What follows belongs to an exercise in optimizing a design on an open flow for small area, a short achievable clock period and few clock cycles; a production flow would make more cautious choices. Only simulation tests tie the RTL to the original design; equivalence was not proved.

==> flow/design.v, too long to show whole: its modules and the start of the top module <==
// module mmi_mac: 7190 lines
// module matrix_multiply_int: 333 lines
module matrix_multiply_int (
  input  wire logic                clk_i,
  input  wire logic                rst_ni,
  input  wire logic                in_valid_i,
  output logic                     in_ready_o,
  input  wire logic signed [15:0]  in_element_i,
  output logic                     out_valid_o,
  input  wire logic                out_ready_i,
  output logic signed [35:0]       out_product_o,
  output logic [2:0]               out_row_o,
  output logic [2:0]               out_col_o,
  output logic                     out_last_o,
  output logic                     out_not_possible_o,
  input  wire logic                cfg_valid_i,
  output logic                     cfg_ready_o,
  input  wire logic [3:0]          cfg_index_i,
  input  wire logic [3:0]          cfg_data_i
);
  // ...
==> flow/run.sh <==
#!/bin/bash
# synth_recipe.tcl (not shown) runs the flow's synth.tcl, then flattens the netlist and writes it again
# the make line also repeats each setting of config.mk as NAME=value (left out here)
make -C /OpenROAD-flow-scripts/flow DESIGN_CONFIG=/design/flow/config.mk WORK_HOME=/design/flow/orfs CLKGATE_MAP_FILE= SYNTH_SCRIPT=/design/flow/synth_recipe.tcl finish
==> flow/config.mk <==
export PLATFORM = sky130hd
export DESIGN_NAME = matrix_multiply_int
export DESIGN_NICKNAME = matrix_multiply_int
export VERILOG_FILES = /design/flow/design.v
export SDC_FILE = /design/flow/constraint.sdc
export NUM_CORES = 4
export LEC_CHECK = 0
export ABC_CLOCK_PERIOD_IN_PS = 2500
export CAP_MARGIN = 20
export CORE_MARGIN = 2
export CORE_UTILIZATION = 45
export PLACE_DENSITY = 0.6
export SETUP_SLACK_MARGIN = 4.4
export SLEW_MARGIN = 20
==> flow/constraint.sdc <==
create_clock -name core_clock -period 7.5 [get_ports {clk_i}]
set_input_delay 1.5000 -clock core_clock [delete_from_list [all_inputs] [get_ports {clk_i}]]
set_output_delay 1.5000 -clock core_clock [all_outputs]
set_load 0.01 [all_outputs]
==> impl_results.rst, run 1 <==
.. list-table::
   :header-rows: 1

   * - Metric
     - Value
   * - Outcome
     - no timing/DRC/antenna violations
   * - FFs & Latches
     - 3,303
   * - Cell variety after synth
     - 90
   * - FP Rows
     - about 220
   * - Final core occ
     - 51.40%
   * - Routed met1 length
     - 216,500 um
   * - Post-Synth Simple-Gate Area
     - 4.039%
   * - Worst reg2reg path startpoint
     - m1_q[0]$_DFFE_PN0P_
   * - I/O pins
     - 76
   * - Violation count after the first detailed-routing iteration
     - 16,339
   * - Biggest registers after layout
     - amem_q (1024), bmem_q (1024), u_dot.c1_q (366)
   * - Timing-limited maximum frequency
     - 255.5 MHz
   * - Proportion of register bits with asynchronous set or reset after synthesis
     - ~3.2%
   * - Worst Setup Slack, final
     - 3.586 ns
   * - Final Max Slew Viols
     - 0
   * - Detailed-route vias per instance
     - 6.305
   * - Final setup skew
     - around 0.096 ns
   * - Most common cell after layout, fill and taps aside
     - sky130_fd_sc_hd__edfxtp_1
   * - Number of global-route vias before repair
     - 103,818
   * - Final worst hold slack
     - roughly 0.33 ns
   * - Area share of fa/ha/maj cells after synthesis
     - between 10 and 15%
   * - Remaining DRCs
     - 0
   * - Non-clock buffer share of cell area
     - 3.843%
   * - Slew headroom
     - 19.58%
   * - Classification of the worst setup path
     - reg -> reg
   * - Routed met3 length
     - 77,390 um
   * - Required time of the critical path
     - 8.39 ns
   * - Top Metal Used
     - met5
   * - Remaining number of nets flagged by the antenna check after routing
     - 0
   * - Average footprint of a synthesized cell
     - between 10 and 15 um2
   * - Min-Delay Path Class
     - reg -> reg
   * - Fraction of synthesized area in multiplexers
     - 1.244%
   * - Start point of the critical path
     - m1_q[0]$_DFFE_PN0P_
   * - Final number of setup-violating endpoints
     - 0
   * - Most frequent cells in the layout
     - sky130_fd_sc_hd__edfxtp_1, sky130_fd_sc_hd__a22oi_1, sky130_fd_sc_hd__inv_1
   * - CTS root buffer
     - sky130_fd_sc_hd__clkbuf_16
   * - Cells on worst reg2reg path
     - 16
   * - Storage element area
     - 91,770 um2
   * - Clock-pin slew reported for the worst setup and hold paths after clock tree synthesis
     - 0.06 ns
   * - Most frequent cell after synthesis
     - sky130_fd_sc_hd__edfxtp_1
   * - Synth warnings
     - 2
   * - Clock net sink count
     - around 3,300
Testbench counts, summed over its fixed seeds: cycles 8,117.
==> module matrix_multiply_int, before the edit <==
module matrix_multiply_int (
  input  wire logic                clk_i,
  input  wire logic                rst_ni,
  input  wire logic                in_valid_i,
  output logic                     in_ready_o,
  input  wire logic signed [15:0]  in_element_i,
  output logic                     out_valid_o,
  input  wire logic                out_ready_i,
  output logic signed [35:0]       out_product_o,
  output logic [2:0]               out_row_o,
  output logic [2:0]               out_col_o,
  output logic                     out_last_o,
  output logic                     out_not_possible_o,
  input  wire logic                cfg_valid_i,
  output logic                     cfg_ready_o,
  input  wire logic [3:0]          cfg_index_i,
  input  wire logic [3:0]          cfg_data_i
);
  localparam int DOT_LAT = 3;             
  localparam int FIFO_N  = DOT_LAT + 2;   
  localparam int CAP     = FIFO_N + 1;    
  localparam int CNT_W   = 4;
  logic [2:0] m1_q, n1_q, p1_q, q1_q;
  logic [2:0] cfg_used;
  logic       cfg_hit;
  assign cfg_ready_o = 1'b1;
  assign cfg_hit     = cfg_valid_i && (cfg_index_i[3:2] == 2'b00);
  assign cfg_used    = (cfg_data_i == 4'd0) ? 3'd0 :
                       (cfg_data_i[3])      ? 3'd7 : 3'(cfg_data_i - 4'd1);
  always_ff @(posedge clk_i or negedge rst_ni) begin
    if (!rst_ni) begin
      m1_q <= '0;
      n1_q <= '0;
      p1_q <= '0;
      q1_q <= '0;
    end else if (cfg_hit) begin
      case (cfg_index_i[1:0])
        2'd0:    m1_q <= cfg_used;
        2'd1:    n1_q <= cfg_used;
        2'd2:    p1_q <= cfg_used;
        default: q1_q <= cfg_used;
      endcase
    end
  end
  logic mismatch;
  assign mismatch = (n1_q != p1_q);
  logic       in_rdy_q;
  logic       acc;
  logic       ld_b_q;
  logic [7:0] ld_r_q, ld_c_q;
  logic       col_last, row_last;
  assign in_ready_o = in_rdy_q;
  assign acc        = in_valid_i && in_rdy_q;
  assign col_last   = ld_b_q ? ld_c_q[q1_q] : ld_c_q[n1_q];
  assign row_last   = ld_b_q ? ld_r_q[n1_q] : ld_r_q[m1_q];
  always_ff @(posedge clk_i or negedge rst_ni) begin
    if (!rst_ni) begin
      ld_b_q <= 1'b0;
      ld_r_q <= 8'd1;
      ld_c_q <= 8'd1;
    end else if (cfg_hit) begin
      ld_b_q <= 1'b0;
      ld_r_q <= 8'd1;
      ld_c_q <= 8'd1;
    end else if (acc && !mismatch) begin
      if (col_last) begin
        ld_c_q <= 8'd1;
        if (row_last) begin
          ld_r_q <= 8'd1;
          ld_b_q <= !ld_b_q;
        end else begin
          ld_r_q <= {ld_r_q[6:0], 1'b0};
        end
      end else begin
        ld_c_q <= {ld_c_q[6:0], 1'b0};
      end
    end
  end
  typedef struct packed {
    logic        np;       
    logic        b;        
    logic        last;     
    logic        lrow;     
    logic [7:0]  r;
    logic [7:0]  c;
    logic [15:0] d;
  } elem_t;
  elem_t e_new, h_q, s_q;
  logic  h_v_q, s_v_q, h_go, h_ok;
  logic  s_v_d;
  assign e_new.np   = mismatch;
  assign e_new.b    = ld_b_q;
  assign e_new.last = ld_b_q && col_last && row_last;
  assign e_new.lrow = ld_b_q && row_last;
  assign e_new.r    = ld_r_q;
  assign e_new.c    = ld_c_q;
  assign e_new.d    = in_element_i;
  assign h_go = h_v_q && h_ok;
  always_comb begin
    s_v_d = s_v_q;
    if (h_go || !h_v_q) s_v_d = s_v_q && acc;
    else if (acc)       s_v_d = 1'b1;
  end
  always_ff @(posedge clk_i or negedge rst_ni) begin
    if (!rst_ni) begin
      h_v_q    <= 1'b0;
      s_v_q    <= 1'b0;
      in_rdy_q <= 1'b0;
    end else begin
      if (h_go || !h_v_q) h_v_q <= s_v_q || acc;
      s_v_q    <= s_v_d;
      in_rdy_q <= !s_v_d;
    end
  end
  always_ff @(posedge clk_i) begin
    if (h_go || !h_v_q) begin
      h_q <= s_v_q ? s_q : e_new;
    end
    if (acc && (s_v_q || (h_v_q && !h_go))) begin
      s_q <= e_new;
    end
  end
  logic       act_q;            
  logic       own_q;            
  logic [7:0] col_rdy_q;        
  logic       commit, flush;
  logic [7:0] oi_q, oj_q;       
  logic [7:0] a_lat_q;          
  logic [7:0] b_lat_q;          
  logic       issue, credit_ok, np_go, start;
  logic [CNT_W-1:0] cnt_q;
  assign credit_ok = own_q ? (cnt_q < CNT_W'(CAP - 1)) : (cnt_q < CNT_W'(CAP));
  assign issue     = act_q && credit_ok && (!own_q || |(oj_q & col_rdy_q));
  assign start     = h_go && !h_q.np && h_q.b && h_q.lrow && !own_q;
  assign commit    = h_go && !h_q.np && h_q.b && h_q.last;
  assign flush     = cfg_hit;
  always_comb begin
    if (h_q.np)       h_ok = !act_q && credit_ok;
    else if (own_q)   h_ok = 1'b1;
    else if (!act_q)  h_ok = 1'b1;
    else if (h_q.b)   h_ok = !h_q.lrow && |(h_q.c & b_lat_q);
    else              h_ok = |(h_q.r & a_lat_q);
  end
  assign np_go = h_go && h_q.np;
  always_ff @(posedge clk_i or negedge rst_ni) begin
    if (!rst_ni) begin
      act_q   <= 1'b0;
      oi_q    <= 8'd1;
      oj_q    <= 8'd1;
      a_lat_q <= '0;
      b_lat_q <= '0;
    end else if (flush) begin
      act_q   <= 1'b0;
      oi_q    <= 8'd1;
      oj_q    <= 8'd1;
    end else if (start) begin
      act_q   <= 1'b1;
      oi_q    <= 8'd1;
      oj_q    <= 8'd1;
      a_lat_q <= '0;
      b_lat_q <= '0;
    end else if (issue) begin
      if (oj_q[0])      a_lat_q <= a_lat_q | oi_q;
      if (oi_q[m1_q])   b_lat_q <= b_lat_q | oj_q;
      if (oj_q[q1_q]) begin
        oj_q <= 8'd1;
        if (oi_q[m1_q]) begin
          oi_q  <= 8'd1;
          act_q <= 1'b0;
        end else begin
          oi_q <= {oi_q[6:0], 1'b0};
        end
      end else begin
        oj_q <= {oj_q[6:0], 1'b0};
      end
    end
  end
  always_ff @(posedge clk_i or negedge rst_ni) begin
    if (!rst_ni) begin
      own_q     <= 1'b0;
      col_rdy_q <= '0;
    end else if (flush || commit) begin
      own_q     <= 1'b0;
      col_rdy_q <= '0;
    end else if (start) begin
      own_q     <= 1'b1;
      col_rdy_q <= h_q.c;
    end else if (h_go && !h_q.np && own_q) begin
      col_rdy_q <= col_rdy_q | h_q.c;
    end
  end
  logic [63:0][15:0] amem_q, bmem_q;
  logic [7:0][15:0]  arow, bcol;
  logic [7:0][15:0]  arow_q;
  logic [63:0]       b_neg_d, b_one_d, b_two_d;
  logic [63:0]       b_neg_q, b_one_q, b_two_q;
  for (genvar e = 0; e < 64; e++) begin : g_store
    always_ff @(posedge clk_i) begin
      if (h_go && !h_q.np && !h_q.b && h_q.r[e/8] && h_q.c[e%8]) amem_q[e] <= h_q.d;
      if (h_go && !h_q.np &&  h_q.b && h_q.r[e/8] && h_q.c[e%8]) bmem_q[e] <= h_q.d;
    end
  end
  always_comb begin
    arow = '0;
    bcol = '0;
    for (int i = 0; i < 8; i++) begin
      for (int k = 0; k < 8; k++) begin
        arow[k] = arow[k] | (amem_q[i*8+k] & {16{oi_q[i]}});
        bcol[k] = bcol[k] | (bmem_q[k*8+i] & {16{oj_q[i]}});
      end
    end
  end
  for (genvar k = 0; k < 8; k++) begin : g_enc
    logic [16:0] bx;
    logic        use_k;
    assign bx    = {bcol[k], 1'b0};
    assign use_k = (3'(k) <= n1_q);
    for (genvar j = 0; j < 8; j++) begin : g_dig
      assign b_neg_d[k*8+j] = use_k && bx[2*j+2];
      assign b_one_d[k*8+j] = use_k && (bx[2*j+1] ^ bx[2*j]);
      assign b_two_d[k*8+j] = use_k && ((bx[2*j+2] && !bx[2*j+1] && !bx[2*j]) ||
                                        (!bx[2*j+2] && bx[2*j+1] && bx[2*j]));
    end
  end
  always_ff @(posedge clk_i) begin
    b_neg_q <= b_neg_d;
    b_one_q <= b_one_d;
    b_two_q <= b_two_d;
    if (issue && oj_q[0]) begin
      arow_q <= arow;
    end
  end
  logic [34:0] dx, dy, dsum;
  logic [DOT_LAT:0] pv_q;       
  mmi_mac u_dot (
    .clk_i   (clk_i),
    .a_neg_i (b_neg_q),
    .a_one_i (b_one_q),
    .a_two_i (b_two_q),
    .b_i     (arow_q),
    .x_o     (dx),
    .y_o     (dy)
  );
  assign dsum = dx + dy;
  always_ff @(posedge clk_i or negedge rst_ni) begin
    if (!rst_ni)    pv_q <= '0;
    else if (flush) pv_q <= '0;
    else            pv_q <= {pv_q[DOT_LAT-1:0], issue};
  end
  logic        push, push_np, w_v;
  logic [35:0] push_d;
  logic [FIFO_N-1:0][36:0] fifo_q;
  logic [2:0]  rd_q, wr_q;
  logic [2:0]  fcnt_q;
  logic        fifo_ne, out_free, load_out, fifo_wr, fifo_rd;
  logic [36:0] src;
  logic        out_v_q;
  logic [2:0]  or_i_q, or_j_q;
  logic        xfer;
  logic [6:0]  owe_q;           
  logic [6:0]  mq;
  logic        owe_nz, direct, src_ok;
  assign w_v     = pv_q[DOT_LAT];
  assign push    = w_v || np_go;
  assign push_np = np_go;
  assign push_d  = np_go ? 36'd0 : {dsum[34], dsum};
  assign mq       = 7'((4'(m1_q) + 4'd1) * (4'(q1_q) + 4'd1));
  assign owe_nz   = (owe_q != 7'd0);
  assign fifo_ne  = (fcnt_q != 3'd0);
  assign out_free = !out_v_q || out_ready_i;
  assign src      = fifo_ne ? fifo_q[rd_q] : {push_np, push_d};
  assign src_ok   = (fifo_ne || push) && (src[36] || owe_nz);
  assign load_out = out_free && src_ok;
  assign fifo_rd  = load_out && fifo_ne;
  assign direct   = load_out && !fifo_ne;
  assign fifo_wr  = push && !direct;
  assign xfer     = out_v_q && out_ready_i;
  always_ff @(posedge clk_i) begin
    if (fifo_wr) fifo_q[wr_q] <= {push_np, push_d};
  end
  always_ff @(posedge clk_i or negedge rst_ni) begin
    if (!rst_ni) begin
      rd_q   <= '0;
      wr_q   <= '0;
      fcnt_q <= '0;
      cnt_q  <= '0;
      out_v_q <= 1'b0;
      or_i_q <= '0;
      or_j_q <= '0;
      owe_q  <= '0;
    end else begin
      if (flush) begin
        wr_q   <= '0;
        rd_q   <= '0;
        fcnt_q <= '0;
        cnt_q  <= CNT_W'(xfer ? 1'b0 : out_v_q);
      end else begin
        if (fifo_wr) wr_q <= (wr_q == 3'(FIFO_N - 1)) ? 3'd0 : wr_q + 3'd1;
        if (fifo_rd) rd_q <= (rd_q == 3'(FIFO_N - 1)) ? 3'd0 : rd_q + 3'd1;
        fcnt_q <= fcnt_q + 3'(fifo_wr) - 3'(fifo_rd);
        cnt_q  <= cnt_q + CNT_W'(issue) + CNT_W'(np_go) - CNT_W'(xfer);
      end
      if (out_free) out_v_q <= src_ok;
      owe_q <= owe_q + (commit ? mq : 7'd0) - 7'(load_out && !src[36]);
      if (load_out && !src[36]) begin
        if (or_j_q == q1_q) begin
          or_j_q <= '0;
          or_i_q <= (or_i_q == m1_q) ? 3'd0 : or_i_q + 3'd1;
        end else begin
          or_j_q <= or_j_q + 3'd1;
        end
      end
    end
  end
  logic [35:0] out_d_q;
  logic [2:0]  out_row_q, out_col_q;
  logic        out_last_q, out_np_q;
  always_ff @(posedge clk_i) begin
    if (load_out) begin
      out_d_q    <= src[35:0];
      out_np_q   <= src[36];
      out_row_q  <= src[36] ? 3'd0 : or_i_q;
      out_col_q  <= src[36] ? 3'd0 : or_j_q;
      out_last_q <= !src[36] && (or_i_q == m1_q) && (or_j_q == q1_q);
    end
  end
  assign out_valid_o        = out_v_q;
  assign out_product_o      = out_d_q;
  assign out_row_o          = out_row_q;
  assign out_col_o          = out_col_q;
  assign out_last_o         = out_last_q;
  assign out_not_possible_o = out_np_q;
endmodule
==> inputs of run 2 (changes only) <==
--- a/flow/design.v
+++ b/flow/design.v
@@ -7222,7 +7222,6 @@
   localparam int DOT_LAT = 3;             
   localparam int FIFO_N  = DOT_LAT + 2;   
   localparam int CAP     = FIFO_N + 1;    
-  localparam int CNT_W   = 4;
   logic [2:0] m1_q, n1_q, p1_q, q1_q;
   logic [2:0] cfg_used;
   logic       cfg_hit;
@@ -7292,9 +7291,9 @@
   logic  h_v_q, s_v_q, h_go, h_ok;
   logic  s_v_d;
   assign e_new.np   = mismatch;
-  assign e_new.b    = ld_b_q;
-  assign e_new.last = ld_b_q && col_last && row_last;
-  assign e_new.lrow = ld_b_q && row_last;
+  assign e_new.b    = ld_b_q && !mismatch;
+  assign e_new.last = ld_b_q && !mismatch && col_last && row_last;
+  assign e_new.lrow = ld_b_q && !mismatch && row_last;
   assign e_new.r    = ld_r_q;
   assign e_new.c    = ld_c_q;
   assign e_new.d    = in_element_i;
@@ -7331,11 +7330,12 @@
   logic [7:0] a_lat_q;          
   logic [7:0] b_lat_q;          
   logic       issue, credit_ok, np_go, start;
-  logic [CNT_W-1:0] cnt_q;
-  assign credit_ok = own_q ? (cnt_q < CNT_W'(CAP - 1)) : (cnt_q < CNT_W'(CAP));
+  logic [CAP-1:0] cth_q, cth_d;  
+  logic       cok_q, cok_d, own_d;
+  assign credit_ok = cok_q;
   assign issue     = act_q && credit_ok && (!own_q || |(oj_q & col_rdy_q));
-  assign start     = h_go && !h_q.np && h_q.b && h_q.lrow && !own_q;
-  assign commit    = h_go && !h_q.np && h_q.b && h_q.last;
+  assign start     = h_go && h_q.lrow && !own_q;
+  assign commit    = h_go && h_q.last;
   assign flush     = cfg_hit;
   always_comb begin
     if (h_q.np)       h_ok = !act_q && credit_ok;
@@ -7378,18 +7378,20 @@
       end
     end
   end
+  assign own_d = (flush || commit) ? 1'b0 : (start ? 1'b1 : own_q);
   always_ff @(posedge clk_i or negedge rst_ni) begin
     if (!rst_ni) begin
       own_q     <= 1'b0;
       col_rdy_q <= '0;
-    end else if (flush || commit) begin
-      own_q     <= 1'b0;
-      col_rdy_q <= '0;
-    end else if (start) begin
-      own_q     <= 1'b1;
-      col_rdy_q <= h_q.c;
-    end else if (h_go && !h_q.np && own_q) begin
-      col_rdy_q <= col_rdy_q | h_q.c;
+    end else begin
+      own_q <= own_d;
+      if (flush || commit) begin
+        col_rdy_q <= '0;
+      end else if (start) begin
+        col_rdy_q <= h_q.c;
+      end else if (h_go && !h_q.np && own_q) begin
+        col_rdy_q <= col_rdy_q | h_q.c;
+      end
     end
   end
   logic [63:0][15:0] amem_q, bmem_q;
@@ -7450,7 +7452,7 @@
     else if (flush) pv_q <= '0;
     else            pv_q <= {pv_q[DOT_LAT-1:0], issue};
   end
-  logic        push, push_np, w_v;
+  logic        push, push_np, w_v, np_v_q;
   logic [35:0] push_d;
   logic [FIFO_N-1:0][36:0] fifo_q;
   logic [2:0]  rd_q, wr_q;
@@ -7461,18 +7463,28 @@
   logic [2:0]  or_i_q, or_j_q;
   logic        xfer;
   logic [6:0]  owe_q;           
-  logic [6:0]  mq;
+  logic [6:0]  mq_q, owe_p, owe_pm, owe_n, owe_m;
   logic        owe_nz, direct, src_ok;
   assign w_v     = pv_q[DOT_LAT];
-  assign push    = w_v || np_go;
-  assign push_np = np_go;
-  assign push_d  = np_go ? 36'd0 : {dsum[34], dsum};
-  assign mq       = 7'((4'(m1_q) + 4'd1) * (4'(q1_q) + 4'd1));
+  assign push    = w_v || np_v_q;
+  assign push_np = np_v_q;
+  assign push_d  = np_v_q ? 36'd0 : {dsum[34], dsum};
+  assign owe_p    = owe_q + mq_q;
+  assign owe_pm   = owe_q + mq_q - 7'd1;
+  assign owe_n    = owe_q + 7'd1;
+  assign owe_m    = owe_q - 7'd1;
+  always_comb begin
+    if (flush)                        cth_d = CAP'(out_v_q && !xfer);
+    else if ((issue || np_go) && !xfer) cth_d = {cth_q[CAP-2:0], 1'b1};
+    else if (!(issue || np_go) && xfer) cth_d = {1'b0, cth_q[CAP-1:1]};
+    else                              cth_d = cth_q;
+    cok_d = own_d ? !cth_d[CAP-2] : !cth_d[CAP-1];
+  end
   assign owe_nz   = (owe_q != 7'd0);
   assign fifo_ne  = (fcnt_q != 3'd0);
   assign out_free = !out_v_q || out_ready_i;
   assign src      = fifo_ne ? fifo_q[rd_q] : {push_np, push_d};
-  assign src_ok   = (fifo_ne || push) && (src[36] || owe_nz);
+  assign src_ok   = (fifo_ne || push) && owe_nz;
   assign load_out = out_free && src_ok;
   assign fifo_rd  = load_out && fifo_ne;
   assign direct   = load_out && !fifo_ne;
@@ -7486,25 +7498,32 @@
       rd_q   <= '0;
       wr_q   <= '0;
       fcnt_q <= '0;
-      cnt_q  <= '0;
+      cth_q  <= '0;
+      np_v_q <= 1'b0;
       out_v_q <= 1'b0;
       or_i_q <= '0;
       or_j_q <= '0;
       owe_q  <= '0;
+      mq_q   <= 7'd1;
+      cok_q  <= 1'b1;
     end else begin
+      mq_q  <= 7'((4'(m1_q) + 4'd1) * (4'(q1_q) + 4'd1));
+      cok_q  <= cok_d;
+      cth_q  <= cth_d;
+      np_v_q <= np_go && !flush;
       if (flush) begin
         wr_q   <= '0;
         rd_q   <= '0;
         fcnt_q <= '0;
-        cnt_q  <= CNT_W'(xfer ? 1'b0 : out_v_q);
       end else begin
         if (fifo_wr) wr_q <= (wr_q == 3'(FIFO_N - 1)) ? 3'd0 : wr_q + 3'd1;
         if (fifo_rd) rd_q <= (rd_q == 3'(FIFO_N - 1)) ? 3'd0 : rd_q + 3'd1;
         fcnt_q <= fcnt_q + 3'(fifo_wr) - 3'(fifo_rd);
-        cnt_q  <= cnt_q + CNT_W'(issue) + CNT_W'(np_go) - CNT_W'(xfer);
       end
       if (out_free) out_v_q <= src_ok;
-      owe_q <= owe_q + (commit ? mq : 7'd0) - 7'(load_out && !src[36]);
+      if (commit)      owe_q <= load_out ? owe_pm : owe_p;
+      else if (np_v_q) owe_q <= load_out ? owe_q : owe_n;
+      else if (load_out) owe_q <= owe_m;
       if (load_out && !src[36]) begin
         if (or_j_q == q1_q) begin
           or_j_q <= '0;
@@ -7518,8 +7537,14 @@
   logic [35:0] out_d_q;
   logic [2:0]  out_row_q, out_col_q;
   logic        out_last_q, out_np_q;
-  always_ff @(posedge clk_i) begin
-    if (load_out) begin
+  always_ff @(posedge clk_i or negedge rst_ni) begin
+    if (!rst_ni) begin
+      out_d_q    <= '0;
+      out_np_q   <= 1'b0;
+      out_row_q  <= '0;
+      out_col_q  <= '0;
+      out_last_q <= 1'b0;
+    end else if (load_out) begin
       out_d_q    <= src[35:0];
       out_np_q   <= src[36];
       out_row_q  <= src[36] ? 3'd0 : or_i_q;
--- a/flow/config.mk
+++ b/flow/config.mk
@@ -9,6 +9,8 @@
 export CAP_MARGIN = 20
 export CORE_MARGIN = 2
 export CORE_UTILIZATION = 45
+export CTS_CLUSTER_DIAMETER = 100
+export CTS_CLUSTER_SIZE = 24
 export PLACE_DENSITY = 0.6
 export SETUP_SLACK_MARGIN = 4.4
 export SLEW_MARGIN = 20
==> run 2 against run 1 <==
Net effect:
- non-clock buffer count grew 29
- critical path depth down 9
- sequential share of layout area is 1.5 points higher
- first-iteration DRC count shrank 6.6%
- highest routed layer unchanged
- register-to-register slack improved by 0.75 ns
- via count decreased by 2.8%
- still clean
- synthesized cell count up 1.0%
==> impl_results.rst, run 2 <==
.. list-table::
   :header-rows: 1

   * - Metric
     - Value
   * - Remaining DRCs
     - 0 (unchanged)
   * - IO Port Bufs
     - 74 (unchanged)
   * - Share of the synthesized area in the top cell type
     - 45.80% (was 46.80%)
   * - Routability Congestion
     - 1.014 (was 1.073)
   * - Final number of setup-violating endpoints
     - 0 (unchanged)
   * - Clock net sink count
     - 3,314 (was 3,303)
   * - Violation count after the first detailed-routing iteration
     - 15,260 (was 16,339)
   * - Area of the mapped netlist
     - 159,500 um2 (was 158,900 um2)
   * - Final Max Slew Viols
     - 0 (unchanged)
   * - Dominant cell type by area after synthesis
     - sky130_fd_sc_hd__edfxtp_1 (unchanged)
   * - Clock-pin slew reported for the worst setup and hold paths after clock tree synthesis
     - 0.09 ns (was 0.06 ns)
   * - Final worst hold slack
     - 0.3338 ns (was 0.3274 ns)
   * - Average footprint of a synthesized cell
     - 13.63 um2 (was 13.72 um2)
   * - Leading post-synthesis cells by instance count
     - sky130_fd_sc_hd__edfxtp_1, sky130_fd_sc_hd__a22oi_1, sky130_fd_sc_hd__fa_1 (unchanged)
   * - Half-perimeter wire length of the detailed placement result
     - 358,000 um (was 374,300 um)
   * - FF+latch count, synth
     - 3,314 (was 3,303)
   * - Final hold viol count
     - 0 (unchanged)
   * - Unrepaired setup endpoints after global routing
     - yes (unchanged)
   * - Biggest registers after layout
     - amem_q (1024), bmem_q (1024), u_dot.c1_q (366) (unchanged)
   * - Total Routing Usage GR
     - 29.19% (was 31.23%)
   * - Outcome
     - no timing/DRC/antenna violations (unchanged)
   * - Antenna violations before repair
     - 41 (was 50)
   * - Most common cell after layout, fill and taps aside
     - sky130_fd_sc_hd__edfxtp_1 (unchanged)
   * - Min-Delay Path Class
     - reg -> reg (unchanged)
   * - Cell variety after synth
     - 93 (was 90)
   * - CP Data Arrival Time
     - 3.96 ns (was 4.80 ns)
   * - Area growth from synthesis to layout
     - 10.26% (was 13.87%)
   * - Most frequent cell after synthesis
     - sky130_fd_sc_hd__edfxtp_1 (unchanged)
   * - Slew headroom
     - 20.50% (was 19.58%)
   * - Sequential cell area fraction in the yosys report
     - 57.37% (was 57.53%)
   * - CTS Buffer Depth
     - 4 (unchanged)
   * - Wire length of the first global-routing pass
     - 752,900 um (was 793,700 um)
   * - Initial cell density of the core
     - 45.23% (was 45.14%)
   * - Storage element area
     - 91,800 um2 (was 91,770 um2)
   * - Die Width
     - 599.4 um (was 598.3 um)
   * - Count of fill cells added during filler insertion
     - 29,897 (was 29,169)
   * - EDFF count, synth
     - 2,433 (was 2,477)
   * - Max-Cap Viols
     - 0 (unchanged)
   * - Residual overflow from global routing
     - 0 (unchanged)
   * - Clock Latency Late Sink
     - 0.97 ns (was 1.00 ns)
   * - Required time of the critical path
     - 8.29 ns (was 8.39 ns)
   * - Aggregate negative setup slack
     - 0 ns (unchanged)
   * - Fraction of layout instances using a drive strength above 1
     - 11.61% (was 13.64%)
   * - Remaining number of nets flagged by the antenna check after routing
     - 0 (unchanged)
   * - I/O pins
     - 76 (unchanged)
   * - Total clock buffers created by CTS
     - 172 (was 349)
   * - Final wirelength
     - 532,700 um (was 568,900 um)
   * - Most used DFF post-synth
     - sky130_fd_sc_hd__edfxtp_1 (unchanged)
   * - Synth warnings
     - 2 (unchanged)
   * - Synthesized net count
     - 12,874 (was 12,761)
   * - Instance count of the mapped netlist
     - 11,704 (was 11,586)
   * - CP startpoint kind
     - flop (unchanged)
   * - Proportion of register bits with asynchronous set or reset after synthesis
     - 4.828% (was 3.179%)
   * - Critical Path Fanout Max
     - 16 (was 3)
   * - Final nets
     - 12,771 (was 12,799)
   * - Crit. End Element
     - flop (unchanged)
   * - Pin count of the biggest net entering global routing
     - 159 (was 186)
   * - Detailed-routing iteration count for the pre-antenna-repair pass
     - 10 (was 8)
   * - Final setup skew
     - 0.09285 ns (was 0.09600 ns)
   * - Top post-synthesis cells by area
     - sky130_fd_sc_hd__edfxtp_1, sky130_fd_sc_hd__fa_1, sky130_fd_sc_hd__a22oi_1 (unchanged)
   * - Die area
     - 359,200 um2 (was 358,000 um2)
   * - Timing-limited maximum frequency
     - 315.9 MHz (was 255.5 MHz)
   * - Number of global-route vias before repair
     - 99,960 (was 103,818)
   * - Final min period
     - 3.165 ns (was 3.914 ns)
   * - Detailed-route vias per instance
     - 6.206 (was 6.305)
   * - Floorplan die height
     - 599.4 um (was 598.3 um)
   * - Post-route clock period utilization
     - 42.20% (was 52.18%)
   * - Clock tree from TritonCTS
     - built (unchanged)
   * - FP Rows
     - 218 (unchanged)
   * - Routed length per instance
     - 32.37 um (was 34.14 um)
   * - Most frequent cells in the layout
     - sky130_fd_sc_hd__edfxtp_1, sky130_fd_sc_hd__a22oi_1, sky130_fd_sc_hd__fa_1 (was sky130_fd_sc_hd__edfxtp_1, sky130_fd_sc_hd__a22oi_1, sky130_fd_sc_hd__inv_1)
   * - Vias
     - 102,117 (was 105,069)
   * - Transition time of the tightest slew-check pin
     - 1.192 ns (was 1.206 ns)
   * - Area occupied by multi-input gates
     - 61,580 um2 (was 61,250 um2)
   * - Total number of H-tree levels
     - 4 (was 5)
   * - CTS root buffer
     - sky130_fd_sc_hd__clkbuf_16 (unchanged)
   * - Classification of the worst setup path
     - reg -> reg (unchanged)
   * - Area inside the core boundary
     - 352,700 um2 (was 352,100 um2)
run 2: layout make-up:
| type | instances | share of cell area [%] |
|---|---|---|
| flip-flops and latches | 3314 | 52.20 |
| multi-input cells | 6436 | 35.02 |
| repair buffers | 682 | 4.282 |
| well taps | 4730 | 3.365 |
| clock buffers | 252 | 2.654 |
| inverters | 994 | 2.132 |
| clock inverters | 36 | 0.3372 |
| diodes | 9 | 0.01281 |
| repair inverters | 1 | 0.002846 |
run 2: routing by layer:
| layer | routed length, um | vias up | track usage [%] | part of all wire [%] |
|---|---|---|---|---|
| li1 | - | 41863 | - | - |
| met1 | 211300 | 52711 | 40.46 | 40 |
| met2 | 235000 | 6283 | 44.07 | 44 |
| met3 | 62950 | 1246 | 7.963 | 12 |
| met4 | 23330 | 14 | 10.57 | 4.4 |
| met5 | 94 | - | 0 | 0.018 |
run 2: worst max-delay path: stages, from the launching register on:
cell                       delay [ns]
sky130_fd_sc_hd__edfxtp_1        0.35
sky130_fd_sc_hd__buf_4           0.39
sky130_fd_sc_hd__a22oi_1         0.16
sky130_fd_sc_hd__xor2_1          0.20
sky130_fd_sc_hd__fa_1            0.60
sky130_fd_sc_hd__fa_1            0.60
sky130_fd_sc_hd__inv_1           0.07
sky130_fd_sc_hd__fa_1            0.68
run 2: worst paths after layout:
check                                      startpoint                      end  slack, ns  depth (start not counted)
max in group asynchronous                      rst_ni      oj_q[1]$_DFFE_PN0P_       5.43                          2
worst max-delay path            arow_q[104]$_DFFE_PP_  u_dot.c1_q[175]$_DFF_P_       4.33                          7
worst min register to register  u_dot.c1_q[0]$_DFF_P_    u_dot.c2_q[0]$_DFF_P_       0.33                          0
worst min-delay path            u_dot.c1_q[0]$_DFF_P_    u_dot.c2_q[0]$_DFF_P_       0.33                          0
worst max register to register  arow_q[104]$_DFFE_PP_  u_dot.c1_q[175]$_DFF_P_       4.33                          7
min in group asynchronous                      rst_ni   out_d_q[7]$_DFFE_PN0P_       0.54                          1
run 2: metrics by stage:
step	setup slack, ns	cell area (um2)	util [%]	cells
after detailed placement	2.442	164500	46.63	15759
final	4.335	175900	49.86	16454
after CTS	4.236	174700	49.52	16383
after global placement	2.358	164400	46.61	15755
after global routing	4.318	175800	49.86	16447
after floorplan	2.060	159600	-	11704
run 2: cells by family after synthesis:
logic type | Yosys count | share of synthesized area, %
DFF | 3314 | 57.37
AOI/OAI and AO/OA | 2650 | 11.99
buffers and inverters | 1968 | 4.707
and+or+nand+nor | 1274 | 4.090
xor gates and xnor gates | 1205 | 6.617
adders and majority gates | 1141 | 13.87
muxes | 151 | 1.357
other | 1 | 0.002351
run 2: timing repair:
action / 4_1_cts / 5_1_grt
endpoints found under the setup margin: 2863 / 2369
resized for setup: 584 / 118
setup buffers: 333 / 48
hold buffers: 0 / 0
pin swaps: 3 / 15
cloned: 3 / 14
Testbench counts of run 2, summed over its fixed seeds: cycles 8,117.
==> inputs of run 3 (changes only) <==
--- a/flow/config.mk
+++ b/flow/config.mk
@@ -8,9 +8,9 @@
 export ABC_CLOCK_PERIOD_IN_PS = 2500
 export CAP_MARGIN = 20
 export CORE_MARGIN = 2
-export CORE_UTILIZATION = 45
+export CORE_UTILIZATION = 60
 export CTS_CLUSTER_DIAMETER = 100
 export CTS_CLUSTER_SIZE = 24
-export PLACE_DENSITY = 0.6
+export PLACE_DENSITY = 0.72
 export SETUP_SLACK_MARGIN = 4.4
 export SLEW_MARGIN = 20
==> run 3 against run 2 <==
Net effect:
- highest routed layer unchanged
- register-to-register slack about the same
- die area down 25%
- core utilization is 16 points higher
==> impl_results.rst, run 3 <==
.. list-table::
   :header-rows: 1

   * - Metric
     - Value
   * - CP Data Arrival Time
     - 3.97 ns (was 3.96 ns)
   * - Post-route clock period utilization
     - 42.13% (was 42.20%)
   * - CTS Buffer Depth
     - 3 (was 4)
   * - Share of the synthesized area in the top cell type
     - 45.80% (unchanged)
   * - Clock tree from TritonCTS
     - built (unchanged)
   * - Biggest registers after layout
     - amem_q (1024), bmem_q (1024), u_dot.c1_q (366) (unchanged)
   * - Aggregate negative setup slack
     - 0 ns (unchanged)
   * - I/O pins
     - 76 (unchanged)
   * - Worst hold path depth
     - 0 (unchanged)
   * - CP startpoint kind
     - flop (unchanged)
   * - Slew headroom
     - 23.47% (was 20.50%)
   * - Critical path's most frequent cell
     - sky130_fd_sc_hd__fa_1 (unchanged)
   * - Sequential cell area fraction in the yosys report
     - 57.37% (unchanged)
   * - Synthesized net count
     - 12,874 (unchanged)
   * - Clock-pin slew reported for the worst setup and hold paths after clock tree synthesis
     - 0.09 ns (about the same)
   * - Wire length of the first global-routing pass
     - 724,900 um (was 752,900 um)
   * - Number of global-route vias before repair
     - 101,023 (was 99,960)
   * - Half-perimeter wire length of the detailed placement result
     - 350,000 um (was 358,000 um)
   * - Crit. End Element
     - flop (unchanged)
   * - FP Rows
     - 189 (was 218)
   * - Worst reg2reg setup slack
     - 4.34 ns (was 4.33 ns)
   * - Initial cell density of the core
     - 60.22% (was 45.23%)
   * - Area of the mapped netlist
     - 159,500 um2 (unchanged)
   * - Remaining DRCs
     - 0 (unchanged)
   * - Critical Path Fanout Max
     - 17 (was 16)
   * - CP cell instances
     - a22oi_1 > xor2_1 > fa_1 > fa_1 > inv_1 > fa_1 (was buf_4 > a22oi_1 > xor2_1 > fa_1 > fa_1 > inv_1 > fa_1)
   * - Average footprint of a synthesized cell
     - 13.63 um2 (unchanged)
   * - Total Routing Usage GR
     - 37.37% (was 29.19%)
   * - Leading post-synthesis cells by instance count
     - sky130_fd_sc_hd__edfxtp_1, sky130_fd_sc_hd__a22oi_1, sky130_fd_sc_hd__fa_1 (unchanged)
   * - Min-Delay Path Class
     - reg -> reg (unchanged)
   * - Max-Cap Viols
     - 0 (unchanged)
   * - Pin count of the biggest net entering global routing
     - 129 (was 159)
   * - Worst reg2reg path startpoint
     - b_one_q[36]$_DFF_P_ (was arow_q[104]$_DFFE_PP_)
   * - Delay contributed by the slowest stage of the critical path
     - 0.76 ns (was 0.68 ns)
   * - Count of fill cells added during filler insertion
     - 18,796 (was 29,897)
   * - Number of hold buffers added after CTS
     - 0 (unchanged)
   * - Final min period
     - 3.160 ns (was 3.165 ns)
   * - Floorplan die height
     - 519.6 um (was 599.4 um)
   * - Total clock buffers created by CTS
     - 167 (was 172)
   * - Unrepaired setup endpoints after global routing
     - yes (unchanged)
   * - Top post-synthesis cells by area
     - sky130_fd_sc_hd__edfxtp_1, sky130_fd_sc_hd__fa_1, sky130_fd_sc_hd__a22oi_1 (unchanged)
   * - Final Max Slew Viols
     - 0 (unchanged)
   * - Synth warnings
     - 2 (unchanged)
   * - Clock Latency Late Sink
     - 0.94 ns (was 0.97 ns)
   * - Antenna violations before repair
     - 24 (was 41)
   * - Clock net sink count
     - 3,314 (unchanged)
   * - Required time of the critical path
     - 8.31 ns (was 8.29 ns)
   * - Final hold viol count
     - 0 (unchanged)
   * - Dominant cell type by area after synthesis
     - sky130_fd_sc_hd__edfxtp_1 (unchanged)
   * - Proportion of register bits with asynchronous set or reset after synthesis
     - 4.828% (unchanged)
   * - Final nets
     - 12,719 (was 12,771)
   * - Cells on worst reg2reg path
     - 6 (was 7)
   * - Routability Congestion
     - 1.054 (was 1.014)
   * - Final number of setup-violating endpoints
     - 0 (unchanged)
   * - CTS root buffer
     - sky130_fd_sc_hd__clkbuf_16 (unchanged)
   * - End of the worst hold path
     - u_dot.c3_q[62]$_DFF_P_ (was u_dot.c2_q[0]$_DFF_P_)
   * - Most used DFF post-synth
     - sky130_fd_sc_hd__edfxtp_1 (unchanged)
   * - Worst hold path startpoint
     - u_dot.c2_q[98]$_DFF_P_ (was u_dot.c1_q[0]$_DFF_P_)
   * - Area growth from synthesis to layout
     - 8.861% (was 10.26%)
   * - FF+latch count, synth
     - 3,314 (unchanged)
   * - Vias
     - 102,478 (was 102,117)
   * - Crit path max-delay cell type
     - sky130_fd_sc_hd__dfxtp_2 (was sky130_fd_sc_hd__fa_1)
   * - Final wirelength
     - 509,800 um (was 532,700 um)
   * - Transition time of the tightest slew-check pin
     - 1.148 ns (was 1.192 ns)
   * - Residual overflow from global routing
     - 0 (unchanged)
   * - Timing-limited maximum frequency
     - 316.5 MHz (was 315.9 MHz)
   * - Detailed-routing iteration count for the pre-antenna-repair pass
     - 9 (was 10)
   * - Most frequent cell after synthesis
     - sky130_fd_sc_hd__edfxtp_1 (unchanged)
   * - Total number of H-tree levels
     - 4 (unchanged)
   * - Violation count after the first detailed-routing iteration
     - 15,483 (was 15,260)
   * - Die Width
     - 519.6 um (was 599.4 um)
   * - IO Port Bufs
     - 74 (unchanged)
   * - Area inside the core boundary
     - 264,900 um2 (was 352,700 um2)
   * - Die area
     - 270,000 um2 (was 359,200 um2)
   * - Instance count of the mapped netlist
     - 11,704 (unchanged)
   * - Most frequent cells in the layout
     - sky130_fd_sc_hd__edfxtp_1, sky130_fd_sc_hd__a22oi_1, sky130_fd_sc_hd__fa_1 (unchanged)
   * - Detailed-route vias per instance
     - 6.732 (was 6.206)
   * - EDFF count, synth
     - 2,433 (unchanged)
   * - Cell variety after synth
     - 93 (unchanged)
   * - Classification of the worst setup path
     - reg -> reg (unchanged)
   * - Start point of the critical path
     - b_one_q[36]$_DFF_P_ (was arow_q[104]$_DFFE_PP_)
   * - Outcome
     - no timing/DRC/antenna violations (unchanged)
   * - Remaining number of nets flagged by the antenna check after routing
     - 0 (unchanged)
   * - Fraction of layout instances using a drive strength above 1
     - 11.47% (was 11.61%)
   * - Most common cell after layout, fill and taps aside
     - sky130_fd_sc_hd__edfxtp_1 (unchanged)
   * - Final setup skew
     - 0.05698 ns (was 0.09285 ns)
   * - Routed length per instance
     - 33.49 um (was 32.37 um)
   * - R2r endpoint
     - u_dot.c1_q[194]$_DFF_P_ (was u_dot.c1_q[175]$_DFF_P_)
[run 3: layout make-up]
class                      count  area [um2]  area share [%]
clock inverter                36       671.9          0.3869
clock buffer                 256        4587           2.642
antenna                       17       42.54         0.02450
sequential                  3314       91790           52.86
timing repair buffer         646        6918           3.984
multi-input combinational   6426       61460           35.39
inverter                     994        3749           2.159
tap                         3533        4420           2.546
[run 3: timing repair]
item	in CTS	in global routing
pin swaps	6	10
gates cloned	5	0
setup buffers	365	19
gates resized for setup	507	147
endpoints found under the setup margin	2905	1265
[run 3: worst max path at each step]
stage	depth (start not counted)	endpoint	slack, ns
floorplan	6	fifo_q[0]$_DFFE_PP_	2.06
global placement	13	fcnt_q[2]$_DFF_PN0_	2.06
detailed placement	13	fcnt_q[2]$_DFF_PN0_	2.08
CTS	6	fifo_q[28]$_DFFE_PP_	4.39
global route	9	fifo_q[107]$_DFFE_PP_	4.34
finish	6	u_dot.c1_q[194]$_DFF_P_	4.34
[run 3: cells by family (layout without fill, tap and decap cells)]
group	after synthesis	count (layout)	share of synthesized area, %
AOI/OAI and AO/OA	2650	2650	11.99
muxes	151	151	1.357
and+or+nand+nor	1274	1278	4.090
buffers and inverters	1968	1932	4.707
DFF	3314	3314	57.37
xor gates and xnor gates	1205	1205	6.617
other	1	18	0.002351
adders and majority gates	1141	1141	13.87
[run 3: per-stage QoR]
step | instance area (um2) | hold WS (ns) | util (%) | instances | setup slack, ns
CTS | 173000 | 0.3358 | 65.30 | 15186 | 4.390
global placement | 162500 | 0.3138 | 61.34 | 14522 | 2.064
detailed placement | 162500 | 0.3121 | 61.35 | 14524 | 2.079
finish | 173600 | 0.3322 | 65.56 | 15222 | 4.340
floorplan | 159600 | 0.3096 | - | 11704 | 2.060
global route | 173600 | 0.3386 | 65.55 | 15206 | 4.340
[run 3: worst max-delay path, delay by kind of cell (launching register included)]
kind,cells,cell delay (ns)
adder cells (fa/ha/maj),3,1.83
flip-flops,1,0.76
XOR/XNOR,1,0.21
AO/OA/AOI/OAI,1,0.18
buffers and inverters,1,0.08
[run 3: per-layer routing]
layer | vias up | wire [um] | global-route usage (%)
met5 | - | 369 | 0.4914
met4 | 18 | 24450 | 14.62
met3 | 1317 | 75900 | 14.07
met2 | 7602 | 222100 | 54.57
met1 | 51790 | 186900 | 50.97
li1 | 41751 | - | -
==> inputs of run 4 (changes only) <==
--- a/flow/design.v
+++ b/flow/design.v
@@ -7257,19 +7257,22 @@
   assign row_last   = ld_b_q ? ld_r_q[n1_q] : ld_r_q[m1_q];
   always_ff @(posedge clk_i or negedge rst_ni) begin
     if (!rst_ni) begin
-      ld_b_q <= 1'b0;
-      ld_r_q <= 8'd1;
-      ld_c_q <= 8'd1;
+      ld_b_q  <= 1'b0;
+      ld_r_q  <= 8'd1;
+      ld_c_q  <= 8'd1;
+      lbank_q <= 1'b0;
     end else if (cfg_hit) begin
-      ld_b_q <= 1'b0;
-      ld_r_q <= 8'd1;
-      ld_c_q <= 8'd1;
+      ld_b_q  <= 1'b0;
+      ld_r_q  <= 8'd1;
+      ld_c_q  <= 8'd1;
+      lbank_q <= 1'b0;
     end else if (acc && !mismatch) begin
       if (col_last) begin
         ld_c_q <= 8'd1;
         if (row_last) begin
           ld_r_q <= 8'd1;
           ld_b_q <= !ld_b_q;
+          if (ld_b_q) lbank_q <= dbl && !lbank_q;
         end else begin
           ld_r_q <= {ld_r_q[6:0], 1'b0};
         end
@@ -7283,19 +7286,23 @@
     logic        b;        
     logic        last;     
     logic        lrow;     
+    logic        bank;     
     logic [7:0]  r;
     logic [7:0]  c;
     logic [15:0] d;
   } elem_t;
   elem_t e_new, h_q, s_q;
+  logic  dbl, lbank_q;
   logic  h_v_q, s_v_q, h_go, h_ok;
   logic  s_v_d;
   assign e_new.np   = mismatch;
   assign e_new.b    = ld_b_q && !mismatch;
   assign e_new.last = ld_b_q && !mismatch && col_last && row_last;
   assign e_new.lrow = ld_b_q && !mismatch && row_last;
-  assign e_new.r    = ld_r_q;
-  assign e_new.c    = ld_c_q;
+  assign dbl        = (n1_q <= 3'd3);
+  assign e_new.bank = lbank_q;
+  assign e_new.r    = (lbank_q && ld_b_q)  ? {ld_r_q[3:0], 4'b0} : ld_r_q;
+  assign e_new.c    = (lbank_q && !ld_b_q) ? {ld_c_q[3:0], 4'b0} : ld_c_q;
   assign e_new.d    = in_element_i;
   assign h_go = h_v_q && h_ok;
   always_comb begin
@@ -7329,6 +7336,7 @@
   logic [7:0] oi_q, oj_q;       
   logic [7:0] a_lat_q;          
   logic [7:0] b_lat_q;          
+  logic       sbank_q;          
   logic       issue, credit_ok, np_go, start;
   logic [CAP-1:0] cth_q, cth_d;  
   logic       cok_q, cok_d, own_d;
@@ -7341,6 +7349,7 @@
     if (h_q.np)       h_ok = !act_q && credit_ok;
     else if (own_q)   h_ok = 1'b1;
     else if (!act_q)  h_ok = 1'b1;
+    else if (h_q.bank != sbank_q) h_ok = !h_q.lrow;
     else if (h_q.b)   h_ok = !h_q.lrow && |(h_q.c & b_lat_q);
     else              h_ok = |(h_q.r & a_lat_q);
   end
@@ -7352,12 +7361,14 @@
       oj_q    <= 8'd1;
       a_lat_q <= '0;
       b_lat_q <= '0;
+      sbank_q <= 1'b0;
     end else if (flush) begin
       act_q   <= 1'b0;
       oi_q    <= 8'd1;
       oj_q    <= 8'd1;
     end else if (start) begin
       act_q   <= 1'b1;
+      sbank_q <= h_q.bank;
       oi_q    <= 8'd1;
       oj_q    <= 8'd1;
       a_lat_q <= '0;
@@ -7419,7 +7430,7 @@
     logic [16:0] bx;
     logic        use_k;
     assign bx    = {bcol[k], 1'b0};
-    assign use_k = (3'(k) <= n1_q);
+    assign use_k = sbank_q ? (k >= 4 && 3'(k % 4) <= n1_q) : (3'(k) <= n1_q);
     for (genvar j = 0; j < 8; j++) begin : g_dig
       assign b_neg_d[k*8+j] = use_k && bx[2*j+2];
       assign b_one_d[k*8+j] = use_k && (bx[2*j+1] ^ bx[2*j]);
==> run 4 against run 3 <==
Net effect:
- fmax is 0.42% higher
- critical path depth did not move
- sequential share of layout area down 0.60 points
- worst hold slack improved by 0.00073 ns
- wire length is 10% higher
- final cell count grew 0.93%
- via count is 3.9% higher
- cell area rose by 1.3%
- die area up 0.24%
- critical endpoint is now u_dot.c1_q[215]$_DFF_P_
- non-clock buffer count rose by 83
- still clean
==> impl_results.rst, run 4 <==
.. list-table::
   :header-rows: 1

   * - Metric
     - Value
   * - Detailed-routing iteration count for the pre-antenna-repair pass
     - 12 (was 9)
   * - Leading post-synthesis cells by instance count
     - sky130_fd_sc_hd__edfxtp_1, sky130_fd_sc_hd__a22oi_1, sky130_fd_sc_hd__fa_1 (unchanged)
   * - Top post-synthesis cells by area
     - sky130_fd_sc_hd__edfxtp_1, sky130_fd_sc_hd__fa_1, sky130_fd_sc_hd__a22oi_1 (unchanged)
   * - Post-route clock period utilization
     - 41.95% (was 42.13%)
   * - Critical Path Fanout Max
     - 16 (was 17)
   * - Required time of the critical path
     - 8.28 ns (was 8.31 ns)
   * - Final hold viol count
     - 0 (unchanged)
   * - Synthesized net count
     - 12,926 (was 12,874)
   * - Final setup skew
     - 0.09143 ns (was 0.05698 ns)
   * - CTS root buffer
     - sky130_fd_sc_hd__clkbuf_16 (unchanged)
   * - Unrepaired setup endpoints after global routing
     - yes (unchanged)
   * - Worst reg2reg setup slack
     - 4.35 ns (was 4.34 ns)
   * - Min-Delay Path Class
     - reg -> reg (unchanged)
   * - Final min period
     - 3.146 ns (was 3.160 ns)
   * - Area inside the core boundary
     - 265,100 um2 (was 264,900 um2)
   * - FF+latch count, synth
     - 3,318 (was 3,314)
   * - Area growth from synthesis to layout
     - 10.05% (was 8.861%)
   * - I/O pins
     - 76 (unchanged)
   * - Cells after DPL
     - 14,590 (was 14,524)
   * - Most frequent cell after synthesis
     - sky130_fd_sc_hd__edfxtp_1 (unchanged)
   * - Wire length of the first global-routing pass
     - 781,600 um (was 724,900 um)
   * - Aggregate negative setup slack
     - 0 ns (unchanged)
   * - CP cell instances
     - a22oi_1 > xor2_1 > fa_1 > fa_1 > inv_1 > fa_2 (was a22oi_1 > xor2_1 > fa_1 > fa_1 > inv_1 > fa_1)
   * - CP startpoint kind
     - flop (unchanged)
   * - FP Rows
     - 189 (unchanged)
   * - Most Used Layer, Global Route
     - met2 (unchanged)
   * - Clock tree from TritonCTS
     - built (unchanged)
   * - Die area
     - 270,600 um2 (was 270,000 um2)
   * - Final Max Slew Viols
     - 0 (unchanged)
   * - Half-perimeter wire length of the detailed placement result
     - 377,800 um (was 350,000 um)
   * - Critical path's most frequent cell
     - sky130_fd_sc_hd__fa_1 (unchanged)
   * - Clock net sink count
     - 3,318 (was 3,314)
   * - Slew headroom
     - 25.15% (was 23.47%)
   * - Number of global-route vias before repair
     - 102,625 (was 101,023)
   * - Routed length per instance
     - 36.60 um (was 33.49 um)
   * - Biggest registers after layout
     - amem_q (1024), bmem_q (1024), u_dot.c1_q (366) (unchanged)
   * - Number of hold buffers added after CTS
     - 0 (unchanged)
   * - Count of fill cells added during filler insertion
     - 18,920 (was 18,796)
   * - Floorplan die height
     - 520.2 um (was 519.6 um)
   * - Vias
     - 106,513 (was 102,478)
   * - Final wirelength
     - 562,400 um (was 509,800 um)
   * - Total number of H-tree levels
     - 4 (unchanged)
   * - Met1 global-route usage
     - 55.04% (was 50.97%)
   * - Non-filler cells in the finished layout
     - 15,364 (was 15,222)
   * - Delay contributed by the slowest stage of the critical path
     - 0.70 ns (was 0.76 ns)
   * - Worst setup slack after placement
     - 2.039 ns (was 2.079 ns)
   * - Total clock buffers created by CTS
     - 168 (was 167)
   * - Fraction of layout instances using a drive strength above 1
     - 13.10% (was 11.47%)
   * - Die Width
     - 520.2 um (was 519.6 um)
   * - Total Routing Usage GR
     - 40.99% (was 37.37%)
   * - Transition time of the tightest slew-check pin
     - 1.123 ns (was 1.148 ns)
   * - Routability Congestion
     - 1.046 (was 1.054)
   * - Instance count of the mapped netlist
     - 11,755 (was 11,704)
   * - Worst Setup Slack, final
     - 4.354 ns (was 4.340 ns)
   * - Cell variety after synth
     - 81 (was 93)
   * - Sequential cell area fraction in the yosys report
     - 57.30% (was 57.37%)
   * - Share of the synthesized area in the top cell type
     - 45.73% (was 45.80%)
   * - Crit path max-delay cell type
     - sky130_fd_sc_hd__fa_2 (was sky130_fd_sc_hd__dfxtp_2)
   * - Final worst hold slack
     - 0.3330 ns (was 0.3322 ns)
   * - Crit. End Element
     - flop (unchanged)
   * - Max-Cap Viols
     - 0 (unchanged)
   * - Most common cell after layout, fill and taps aside
     - sky130_fd_sc_hd__edfxtp_1 (unchanged)
   * - Final nets
     - 12,864 (was 12,719)
   * - Combined buffer and inverter count along the critical path
     - 1 (unchanged)
   * - Outcome
     - no timing/DRC/antenna violations (unchanged)
   * - Final number of setup-violating endpoints
     - 0 (unchanged)
   * - Classification of the worst setup path
     - reg -> reg (unchanged)
   * - Clock-pin slew reported for the worst setup and hold paths after clock tree synthesis
     - 0.09 ns (about the same)
   * - Timing-limited maximum frequency
     - 317.8 MHz (was 316.5 MHz)
   * - Synth warnings
     - 2 (unchanged)
   * - Residual overflow from global routing
     - 0 (unchanged)
   * - Met2 demand-to-capacity share in global routing
     - 58.84% (was 54.57%)
   * - CP Data Arrival Time
     - 3.93 ns (was 3.97 ns)
   * - Antenna violations before repair
     - 50 (was 24)
   * - Remaining DRCs
     - 0 (unchanged)
   * - Average footprint of a synthesized cell
     - 13.60 um2 (was 13.63 um2)
   * - Initial cell density of the core
     - 60.31% (was 60.22%)
   * - Remaining number of nets flagged by the antenna check after routing
     - 0 (unchanged)
   * - Clock Latency Late Sink
     - 0.94 ns (about the same)
   * - Most used DFF post-synth
     - sky130_fd_sc_hd__edfxtp_1 (unchanged)
   * - Area of the mapped netlist
     - 159,900 um2 (was 159,500 um2)
   * - Detailed-route vias per instance
     - 6.933 (was 6.732)
   * - CTS Buffer Depth
     - 4 (was 3)
   * - IO Port Bufs
     - 74 (unchanged)
   * - Pin count of the biggest net entering global routing
     - 133 (was 129)
   * - EDFF count, synth
     - 2,435 (was 2,433)
   * - Violation count after the first detailed-routing iteration
     - 18,278 (was 15,483)
   * - GR Layer Usage met3
     - 14.34% (was 14.07%)
   * - Proportion of register bits with asynchronous set or reset after synthesis
     - 4.882% (was 4.828%)
   * - Dominant cell type by area after synthesis
     - sky130_fd_sc_hd__edfxtp_1 (unchanged)
   * - Category of cells accounting for the largest share of critical-path delay
     - adder cells (unchanged)
   * - Most frequent cells in the layout
     - sky130_fd_sc_hd__edfxtp_1, sky130_fd_sc_hd__a22oi_1, sky130_fd_sc_hd__inv_1 (was sky130_fd_sc_hd__edfxtp_1, sky130_fd_sc_hd__a22oi_1, sky130_fd_sc_hd__fa_1)
-- run 4: cell count changes in the layout (fill, tap and decap cells not counted), moves of 37 or more --
cell,previous run,this run
sky130_fd_sc_hd__o21ai_0,261,196
sky130_fd_sc_hd__a22oi_1,2009,1960
sky130_fd_sc_hd__a22o_1,56,106
sky130_fd_sc_hd__fa_1,1031,969
sky130_fd_sc_hd__dfxtp_2,98,61
sky130_fd_sc_hd__a22oi_2,2,44
sky130_fd_sc_hd__buf_4,397,434
sky130_fd_sc_hd__fa_2,15,77
-- run 4: final timing paths --
path                                             from                      end  cells after the start
worst max-delay path              b_two_q[39]$_DFF_P_  u_dot.c1_q[215]$_DFF_P_                      6
worst min-delay path            u_dot.c2_q[1]$_DFF_P_    u_dot.c3_q[1]$_DFF_P_                      0
worst max register to register    b_two_q[39]$_DFF_P_  u_dot.c1_q[215]$_DFF_P_                      6
worst min register to register  u_dot.c2_q[1]$_DFF_P_    u_dot.c3_q[1]$_DFF_P_                      0
max in group asynchronous                      rst_ni      oi_q[1]$_DFFE_PN0P_                      2
min in group asynchronous                      rst_ni   out_d_q[3]$_DFFE_PN0P_                      1
-- run 4: timing repair --
action / in CTS / in global routing
pin swaps: 25 / 77
setup buffers: 391 / 38
setup endpoints to repair: 2995 / 1891
cloned: 22 / 15
resized for setup: 589 / 262
-- run 4: cell families after synthesis --
logic type | count (synthesis) | share of synthesized area, %
other cells | 1 | 0.002345
simple gates | 1286 | 4.101
mux | 155 | 1.380
xor+xnor | 1204 | 6.600
flops | 3318 | 57.30
compound gates | 2654 | 12.08
fa+ha+maj | 1142 | 13.85
buf+inv | 1995 | 4.691
-- run 4: per-layer routing --
metal,vias up,wire length [um]
met3,1746,85520
met1,53838,198200
met2,8709,239000
met4,20,39490
met5,-,136
li1,42200,-
-- run 4: cell type report --
class,count,area [um2],share of cell area (%)
flip-flops and latches,3318,91960,52.26
multi-input cells,6471,62630,35.59
clock inverters,26,369.1,0.2098
clock buffers,233,4563,2.593
diodes,49,122.6,0.06969
well taps,3533,4420,2.512
repair buffers,729,8108,4.608
inverters,1005,3791,2.155
-- run 4: stage by stage --
stage,utilization (%),instance area (um2)
after global placement,61.59,163300
after detailed placement,61.59,163300
after global routing,66.35,175900
after CTS,65.75,174300
final,66.38,176000
after floorplan,-,159900
Testbench counts of run 4, summed over its fixed seeds: cycles 8,009.
==> inputs of run 5 (changes only) <==
--- a/flow/design.v
+++ b/flow/design.v
@@ -7466,8 +7466,9 @@
   logic        push, push_np, w_v, np_v_q;
   logic [35:0] push_d;
   logic [FIFO_N-1:0][36:0] fifo_q;
-  logic [2:0]  rd_q, wr_q;
-  logic [2:0]  fcnt_q;
+  logic [FIFO_N-1:0] rd_q, wr_q;    
+  logic [FIFO_N-1:0] fth_q;         
+  logic [36:0] head;
   logic        fifo_ne, out_free, load_out, fifo_wr, fifo_rd;
   logic [36:0] src;
   logic        out_v_q;
@@ -7492,23 +7493,29 @@
     cok_d = own_d ? !cth_d[CAP-2] : !cth_d[CAP-1];
   end
   assign owe_nz   = (owe_q != 7'd0);
-  assign fifo_ne  = (fcnt_q != 3'd0);
+  assign fifo_ne  = fth_q[0];
   assign out_free = !out_v_q || out_ready_i;
-  assign src      = fifo_ne ? fifo_q[rd_q] : {push_np, push_d};
+  always_comb begin
+    head = '0;
+    for (int e = 0; e < FIFO_N; e++) head = head | (fifo_q[e] & {37{rd_q[e]}});
+  end
+  assign src      = fifo_ne ? head : {push_np, push_d};
   assign src_ok   = (fifo_ne || push) && owe_nz;
   assign load_out = out_free && src_ok;
   assign fifo_rd  = load_out && fifo_ne;
   assign direct   = load_out && !fifo_ne;
   assign fifo_wr  = push && !direct;
   assign xfer     = out_v_q && out_ready_i;
-  always_ff @(posedge clk_i) begin
-    if (fifo_wr) fifo_q[wr_q] <= {push_np, push_d};
+  for (genvar e = 0; e < FIFO_N; e++) begin : g_fifo
+    always_ff @(posedge clk_i) begin
+      if (fifo_wr && wr_q[e]) fifo_q[e] <= {push_np, push_d};
+    end
   end
   always_ff @(posedge clk_i or negedge rst_ni) begin
     if (!rst_ni) begin
-      rd_q   <= '0;
-      wr_q   <= '0;
-      fcnt_q <= '0;
+      rd_q   <= FIFO_N'(1);
+      wr_q   <= FIFO_N'(1);
+      fth_q  <= '0;
       cth_q  <= '0;
       np_v_q <= 1'b0;
       out_v_q <= 1'b0;
@@ -7523,13 +7530,14 @@
       cth_q  <= cth_d;
       np_v_q <= np_go && !flush;
       if (flush) begin
-        wr_q   <= '0;
-        rd_q   <= '0;
-        fcnt_q <= '0;
+        wr_q   <= FIFO_N'(1);
+        rd_q   <= FIFO_N'(1);
+        fth_q  <= '0;
       end else begin
-        if (fifo_wr) wr_q <= (wr_q == 3'(FIFO_N - 1)) ? 3'd0 : wr_q + 3'd1;
-        if (fifo_rd) rd_q <= (rd_q == 3'(FIFO_N - 1)) ? 3'd0 : rd_q + 3'd1;
-        fcnt_q <= fcnt_q + 3'(fifo_wr) - 3'(fifo_rd);
+        if (fifo_wr) wr_q <= {wr_q[FIFO_N-2:0], wr_q[FIFO_N-1]};
+        if (fifo_rd) rd_q <= {rd_q[FIFO_N-2:0], rd_q[FIFO_N-1]};
+        if (fifo_wr && !fifo_rd)      fth_q <= {fth_q[FIFO_N-2:0], 1'b1};
+        else if (fifo_rd && !fifo_wr) fth_q <= {1'b0, fth_q[FIFO_N-1:1]};
       end
       if (out_free) out_v_q <= src_ok;
       if (commit)      owe_q <= load_out ? owe_pm : owe_p;
==> run 5 against run 4 <==
Net effect:
- first-iteration DRC count is 5.8% higher
- die area is 1.6% lower
- via count is 2.2% lower
- non-clock buffer count is 89 lower
- core utilization is 0.060 points lower
- worst hold slack better by 0.0015 ns
- final cell count is 2.7% lower
- critical path type unchanged
==> impl_results.rst, run 5 <==
.. list-table::
   :header-rows: 1

   * - Metric
     - Value
   * - Min-Delay Path Class
     - reg -> reg (unchanged)
   * - Most used DFF post-synth
     - sky130_fd_sc_hd__edfxtp_1 (unchanged)
   * - Crit path max-delay cell type
     - sky130_fd_sc_hd__dfstp_4 (was sky130_fd_sc_hd__fa_2)
   * - CP cell instances
     - buf_6 > a22oi_1 > and4_1 > nor3_1 (was a22oi_1 > xor2_1 > fa_1 > fa_1 > inv_1 > fa_2)
   * - Slew headroom
     - 16.90% (was 25.15%)
   * - Antenna violations before repair
     - 47 (was 50)
   * - Final number of setup-violating endpoints
     - 0 (unchanged)
   * - Outcome
     - no timing/DRC/antenna violations (unchanged)
   * - Xor and xnor fraction of the mapped netlist area
     - 6.742% (was 6.600%)
   * - Unrepaired setup endpoints after global routing
     - yes (unchanged)
   * - Share of the synthesized area in compound gates (AO/OA/AOI/OAI)
     - 11.67% (was 12.08%)
   * - Clock tree from TritonCTS
     - built (unchanged)
   * - Most frequent cells in the layout
     - sky130_fd_sc_hd__edfxtp_1, sky130_fd_sc_hd__a22oi_1, sky130_fd_sc_hd__fa_1 (was sky130_fd_sc_hd__edfxtp_1, sky130_fd_sc_hd__a22oi_1, sky130_fd_sc_hd__inv_1)
   * - Share of the synthesized area in the top cell type
     - 46.39% (was 45.73%)
   * - Clock Latency Late Sink
     - 0.92 ns (was 0.94 ns)
   * - Die area
     - 266,300 um2 (was 270,600 um2)
   * - Final nets
     - 12,496 (was 12,864)
   * - Area inside the core boundary
     - 260,200 um2 (was 265,100 um2)
   * - Fraction of synthesized area in multiplexers
     - 0.8296% (was 1.380%)
   * - Classification of the worst setup path
     - reg -> reg (unchanged)
   * - Worst hold path startpoint
     - u_dot.c2_q[5]$_DFF_P_ (was u_dot.c2_q[1]$_DFF_P_)
   * - I/O pins
     - 76 (unchanged)
==> run 5: changes by cell type in the layout (fill, tap and decap cells not counted), sizes merged, moves of 34 or more <==
cell / delta
buf: -90
and3: +54
a22o: -72
o21ai: -41
nand2: -116
mux4: -37
diode: -34
o31ai: -35
==> run 5: final cells by class <==
class / instances / area, um2
clock buffer: 229 / 4358
fill: 18220 / 87640
timing repair buffer: 640 / 7316
antenna: 15 / 37.54
sequential: 3318 / 91880
inverter: 981 / 3704
clock inverter: 33 / 614.3
tap: 3496 / 4374
multi-input combinational: 6226 / 60230
timing repair inverter: 4 / 30.03
==> run 5: path summary, 6_finish.rpt <==
check / endpoint / slack (ns) / cells after the start
worst min-delay path: u_dot.c3_q[5]$_DFF_P_ / 0.33 / 0
worst min register to register: u_dot.c3_q[5]$_DFF_P_ / 0.33 / 0
worst max-delay path: b_two_q[16]$_DFF_P_ / 4.26 / 4
worst max register to register: b_two_q[16]$_DFF_P_ / 4.26 / 4
min in group asynchronous: out_d_q[24]$_DFFE_PN0P_ / 0.59 / 1
max in group asynchronous: oi_q[6]$_DFFE_PN0P_ / 5.34 / 2
==> run 5: per-layer routing <==
metal  wire (um)  global-route usage (%)
met4       37920                   21.56
met5         860                   1.244
met2      229900                   57.51
met1      186200                   51.82
met3       90840                   18.04
==> run 5: stage by stage <==
stage	std cells	area, um2	hold slack, ns	setup slack [ns]
after floorplan	11401	157300	0.3096	4.417
after global placement	14194	160500	0.3122	3.180
after detailed placement	14195	160500	0.3138	3.010
after CTS	14828	171100	0.3359	4.338
after global routing	14929	172500	0.3382	4.322
final	14942	172500	0.3345	4.256
==> run 5: kinds of logic (layout without fill, tap and decap cells) <==
| logic type | after synthesis | count (layout) |
|---|---|---|
| xor gates and xnor gates | 1211 | 1211 |
| and+or+nand+nor | 1170 | 1253 |
| muxes | 112 | 112 |
| AOI/OAI and AO/OA | 2517 | 2517 |
| other | 1 | 16 |
| buffers and inverters | 1940 | 1887 |
| DFF | 3318 | 3318 |
| adders and majority gates | 1132 | 1132 |
==> run 5: worst register-to-register path, stage by stage (launching register included) <==
cell and delay (ns):
sky130_fd_sc_hd__dfstp_4 0.89, sky130_fd_sc_hd__buf_6 0.62, sky130_fd_sc_hd__a22oi_1 0.21, sky130_fd_sc_hd__and4_1 0.37
sky130_fd_sc_hd__nor3_1 0.88
==> run 5: timing repair <==
action,4_1_cts,5_1_grt
endpoints found under the setup margin,2856,2072
resized for setup,552,124
buffers inserted,337,41
pin swaps,14,27
gates cloned,34,58
hold buffers,0,0
Testbench counts of run 5, summed over its fixed seeds: cycles 8,009.

## separate check: timing with driven ports
No port has a modelled driver above. Below, the same layouts with a new extraction and two added sets of constraints.
Step 1 assumes that a clkbuf_16 drives the clock port and a buf_2 every other input.
Step 2, shift: input delay + t, output delay - t, t = (earliest + latest rising clock arrival at the registers) / 2. This alone moves slack from input paths to output paths.
Three values: ideal ports, drivers, drivers and shift; two values: the first two.
run | t (ns) | setup WS [ns] | hold slack, ns | latest minus earliest clock arrival (ns) | pins driven straight from the clock port
run 1 | 1.054 | 3.586 / 3.586 / 3.210 | 0.327 / 0.327 / 0.327 | 0.100 / 0.101 | 1
run 2 | 1.037 | 4.335 / 4.335 / 3.335 | 0.334 / 0.334 / 0.334 | 0.110 / 0.110 | 1
run 3 | 1.000 | 4.340 / 4.340 / 3.575 | 0.332 / 0.332 / 0.332 | 0.067 / 0.067 | 1
run 4 | 1.000 | 4.354 / 4.334 / 3.491 | 0.333 / 0.333 / 0.333 | 0.102 / 0.102 | 1
run 5 | 0.990 | 4.256 / 4.256 / 3.548 | 0.334 / 0.334 / 0.334 | 0.090 / 0.089 | 1
After both steps every run listed still meets setup and hold. The setup slack of run 2, which loses most, moves by 0.000 ns with the drivers and by -1.000 ns with both steps.
